Context: an optimization exercise on an open-source flow, tuned for small area. The choices shown serve that exercise and are no tape-out recipe.
Function was checked by simulation only, so behaviour that the tests miss may differ from the original.
Power is estimated from default activity; no workload was simulated. The flow treats the clock pin as an ideal source, which a real chip does not have.

==> inputs of run a <==
==> flow/design.v <==
package tlbrr_pkg;
	localparam int ENTRIES    = 32;
	localparam int PAGE_BITS  = 11;
	localparam int FRAME_BITS = 10;
	localparam int STAMP_BITS = 32;
	localparam int SLOT_W     = $clog2(ENTRIES);
	localparam int LFSR_W     = 16;
	localparam logic [LFSR_W-1:0] LFSR_TAPS = 16'hB400;
	localparam logic [LFSR_W-1:0] LFSR_SEED = 16'hACE1;
	localparam logic [1:0] ACT_LOOKUP = 2'd0;
	localparam logic [1:0] ACT_FILL   = 2'd1;
	localparam logic [1:0] ACT_FLUSH  = 2'd2;
	typedef struct packed {
		logic [1:0]            action;
		logic [PAGE_BITS-1:0]  page_number;
		logic [FRAME_BITS-1:0] frame_number;
	} in_item_t;
	typedef struct packed {
		logic                  hit;
		logic [FRAME_BITS-1:0] found_frame;
		logic [SLOT_W-1:0]     slot;
		logic                  evicted;
	} out_item_t;
	typedef struct packed {
		logic latch_in;
		logic scan_start;
		logic scan_step;
		logic commit;
	} dp_cmd_t;
	typedef struct packed {
		logic need_scan;
		logic scan_last;
		logic out_free;
	} dp_stat_t;
	function automatic logic [SLOT_W:0] first_set(input logic [ENTRIES-1:0] vec);
		logic              found;
		logic [SLOT_W-1:0] idx;
		found = 1'b0;
		idx   = '0;
		for (int i = ENTRIES - 1; i >= 0; i--) begin
			if (vec[i]) begin
				found = 1'b1;
				idx   = SLOT_W'(i);
			end
		end
		first_set = {found, idx};
	endfunction
	function automatic logic [LFSR_W-1:0] lfsr_step(input logic [LFSR_W-1:0] cur);
		logic [LFSR_W-1:0] nxt;
		nxt = cur >> 1;
		if (cur[0]) begin
			nxt = nxt ^ LFSR_TAPS;
		end
		lfsr_step = nxt;
	endfunction
endpackage
module tlb_lru_random_replace_top(
	input  logic                 clk,
	input  logic                 arst_n,
	input  logic                 cfg_we,
	input  logic                 cfg_data,
	input  logic                 in_valid,
	output logic                 in_stall,
	input  tlbrr_pkg::in_item_t  in_data,
	output logic                 out_valid,
	input  logic                 out_stall,
	output tlbrr_pkg::out_item_t out_data
);
	localparam int N  = tlbrr_pkg::ENTRIES;
	localparam int PB = tlbrr_pkg::PAGE_BITS;
	localparam int FB = tlbrr_pkg::FRAME_BITS;
	localparam int SW = tlbrr_pkg::SLOT_W;
	localparam int W  = 1 + PB + FB + SW;    
	localparam logic [1:0] ST_INIT = 2'd0;
	localparam logic [1:0] ST_IDLE = 2'd1;
	localparam logic [1:0] ST_P1   = 2'd2;
	localparam logic [1:0] ST_P2   = 2'd3;
	logic [N*W-1:0]            ring_q;
	logic [1:0]                state_q;
	logic [SW-1:0]             ptr_q;
	logic                      mode_q;
	logic                      used_q;
	logic [tlbrr_pkg::LFSR_W-1:0] lfsr_q;
	logic                      out_valid_q;
	tlbrr_pkg::out_item_t      out_q;
	logic [SW-1:0]             rank_q;
	logic          h_valid;
	logic [PB-1:0] h_page;
	logic [FB-1:0] h_frame;
	logic [SW-1:0] h_rank;
	assign {h_valid, h_page, h_frame, h_rank} = ring_q[W-1:0];
	logic [1:0] act;
	assign act = in_data.action;
	logic is_lookup, is_fill, is_flush;
	assign is_lookup = (act == tlbrr_pkg::ACT_LOOKUP);
	assign is_fill   = (act == tlbrr_pkg::ACT_FILL);
	assign is_flush  = (act == tlbrr_pkg::ACT_FLUSH);
	logic in_init, in_idle, in_p1, in_p2, last;
	assign in_init = (state_q == ST_INIT);
	assign in_idle = (state_q == ST_IDLE);
	assign in_p1   = (state_q == ST_P1);
	assign in_p2   = (state_q == ST_P2);
	assign last    = (ptr_q == SW'(N - 1));
	logic [tlbrr_pkg::LFSR_W-1:0] lfsr_next;
	assign lfsr_next = tlbrr_pkg::lfsr_step(lfsr_q);
	logic upd;
	assign upd = !mode_q && used_q;
	logic cap_l, cap_f, hit_now;
	assign cap_l   = in_p1 && is_lookup && !out_q.hit && h_valid && (h_page == in_data.page_number);
	assign cap_f   = in_p1 && is_fill && out_q.evicted &&
	                 (!h_valid || (mode_q ? (ptr_q == lfsr_next[SW-1:0]) : (h_rank == '0)));
	assign hit_now = out_q.hit || cap_l;
	logic start, accept;
	assign start  = in_idle && last && in_valid && !out_valid_q;
	assign accept = last && (in_p2 || (in_p1 && !(is_fill || (hit_now && upd))));
	assign in_stall = !accept;
	logic          tgt, wr;
	logic          n_valid;
	logic [PB-1:0] n_page;
	logic [FB-1:0] n_frame;
	logic [SW-1:0] n_rank;
	assign tgt = (ptr_q == out_q.slot);
	assign wr  = in_p2 && tgt && is_fill;
	always_comb begin
		n_valid = h_valid;
		n_page  = h_page;
		n_frame = h_frame;
		n_rank  = h_rank;
		if (in_init || (in_p1 && is_flush)) begin
			n_valid = 1'b0;
		end
		if (wr) begin
			n_valid = 1'b1;
			n_page  = in_data.page_number;
			n_frame = in_data.frame_number;
		end
		if (in_init) begin
			n_rank = ptr_q;
		end else if (in_p2 && upd) begin
			if (tgt) begin
				n_rank = SW'(N - 1);
			end else if (h_rank > rank_q) begin
				n_rank = h_rank - 1'b1;
			end
		end
	end
	always_ff @(posedge clk) begin
		ring_q <= {n_valid, n_page, n_frame, n_rank, ring_q[N*W-1:W]};
		if (start) begin
			out_q         <= '0;
			out_q.evicted <= is_fill;
		end else if (cap_l) begin
			out_q.hit         <= 1'b1;
			out_q.found_frame <= h_frame;
			out_q.slot        <= ptr_q;
			rank_q            <= h_rank;
		end else if (cap_f) begin
			out_q.slot    <= ptr_q;
			out_q.evicted <= h_valid;
			rank_q        <= h_rank;
		end
	end
	always_ff @(posedge clk or negedge arst_n) begin
		if (!arst_n) begin
			state_q     <= ST_INIT;
			ptr_q       <= '0;
			mode_q      <= 1'b0;
			used_q      <= 1'b0;
			lfsr_q      <= tlbrr_pkg::LFSR_SEED;
			out_valid_q <= 1'b0;
		end else begin
			ptr_q <= ptr_q + 1'b1;
			if (cfg_we) begin
				mode_q <= cfg_data;
			end
			case (state_q)
				ST_INIT: if (last) state_q <= ST_IDLE;
				ST_IDLE: if (start) state_q <= ST_P1;
				ST_P1:   if (last) state_q <= accept ? ST_IDLE : ST_P2;
				default: if (last) state_q <= ST_IDLE;
			endcase
			if (accept) begin
				out_valid_q <= 1'b1;
				if (!mode_q && (is_fill || hit_now)) begin
					used_q <= 1'b1;
				end
				if (mode_q && is_fill && out_q.evicted) begin
					lfsr_q <= lfsr_next;
				end
			end else if (!out_stall) begin
				out_valid_q <= 1'b0;
			end
		end
	end
	assign out_valid = out_valid_q;
	assign out_data  = out_q;
endmodule
==> flow/run.sh <==
#!/bin/bash
# synth_recipe.tcl (not shown) runs the flow's synth.tcl, then flattens the netlist and writes it again
# the make line also repeats each setting of config.mk as NAME=value (left out here)
make -C /OpenROAD-flow-scripts/flow DESIGN_CONFIG=/design/flow/config.mk WORK_HOME=/design/flow/orfs CLKGATE_MAP_FILE= SYNTH_SCRIPT=/design/flow/synth_recipe.tcl finish
==> flow/config.mk <==
export PLATFORM = sky130hd
export DESIGN_NAME = tlb_lru_random_replace_top
export DESIGN_NICKNAME = tlb_lru_random_replace_top
export VERILOG_FILES = /design/flow/design.v
export SDC_FILE = /design/flow/constraint.sdc
export NUM_CORES = 4
export LEC_CHECK = 0
export CAP_MARGIN = 20
export CORE_MARGIN = 2
export CORE_UTILIZATION = 40
export SLEW_MARGIN = 20
==> flow/constraint.sdc <==
create_clock -name core_clock -period 7.5 [get_ports {clk}]
set_input_delay 1.5000 -clock core_clock [delete_from_list [all_inputs] [get_ports {clk}]]
set_output_delay 1.5000 -clock core_clock [all_outputs]
set_load 0.01 [all_outputs]
==> inputs of run b, as changes to run a <==
==> flow/flow/run.sh (new file) <==
#!/bin/bash
# Standard ORFS layout, with the clock tree built from the options in flow/cts_args.txt.
set -euo pipefail
export CTS_ARGS="$(cat flow/cts_args.txt)"
bash standard.sh > standard.log 2>&1
==> flow/flow/cts_args.txt (new file) <==
-sink_clustering_enable -repair_clock_nets -dont_use_dummy_load -sink_clustering_size 35 -sink_clustering_max_diameter 70
==> flow/standard.sh (new file) <==
#!/bin/bash
# synth_recipe.tcl (not shown) runs the flow's synth.tcl, then flattens the netlist and writes it again
# the make line also repeats each setting of config.mk as NAME=value (left out here)
make -C /OpenROAD-flow-scripts/flow DESIGN_CONFIG=/design/flow/config.mk WORK_HOME=/design/flow/orfs CLKGATE_MAP_FILE= SYNTH_SCRIPT=/design/flow/synth_recipe.tcl "${@:-finish}"
CORE_UTILIZATION = 70   (was 40)
removed: flow/run.sh
==> qor summary <==
Status: run a finished clean; run b finished clean
Routed wire per std cell: run a 12.3 um; run b 14.7 um
# placed instances: run a 1838; run b 1550
Met3 Routed Length: run a 1270 um; run b 665 um
Largest net degree at the start of global routing: run a 27; run b 36
Total iterations of the first detailed-routing run: run a 6; run b 4
Part of the power in registers: run a 53.4%; run b 70.7%
Total power: run a 9.10 mW; run b 6.87 mW
P_seq: run a 4.86 mW; run b 4.85 mW
Detailed-placement wirelength estimate: run a 12900 um; run b 13200 um
Final-layout non-clock buffer area share: run a 2.04%; run b 2.26%
Post-Route M1 WL: run a 12700 um; run b 12200 um
Number of buffers inserted during clock tree synthesis: run a 83; run b 31
Count of fill cells added during filler insertion: run a 4204; run b 1614
Met2 layer usage reported by global route: run a 13.1%; run b 24.2%
Clock buffer instance count of the final layout: run a 116; run b 31
Area growth, synth to finish: run a 20.5%; run b 8.52%
Clock input transition at the sequential cells of the worst setup and hold paths: run a 0.06 ns; run b 0.11 ns
Starting DRT DRC Count: run a 271; run b 377
Met3 track utilization from global routing: run a 3.25%; run b 2.74%

[re-timing with driven ports]
In the flow no input, the clock included, has a driving cell. The finished layouts below were timed again as built, in two steps.
Step 1 assumes that a clkbuf_16 drives the clock port and a buf_2 every other input.
Step 2 moves the port delays by t, midway between the first and last clock arrival at a register: inputs arrive t later, outputs are due t later. That takes back most of the time a late clock gives input paths.
a / b / c = ideal / step 1 / step 2; a / b = the first two.
run | shift t [ns] | slack for setup (ns) | latest minus earliest clock arrival (ns) | pins driven straight from the clock port
run a | 0.649 | 1.640 / 1.569 / 1.569 | 0.031 / 0.031 | 1
run b | 0.621 | 1.871 / 1.840 / 1.840 | 0.077 / 0.077 | 1
After both steps every run listed still meets setup and hold. The setup slack of run a, which loses most, moves by -0.071 ns with the drivers and by -0.071 ns with both steps.
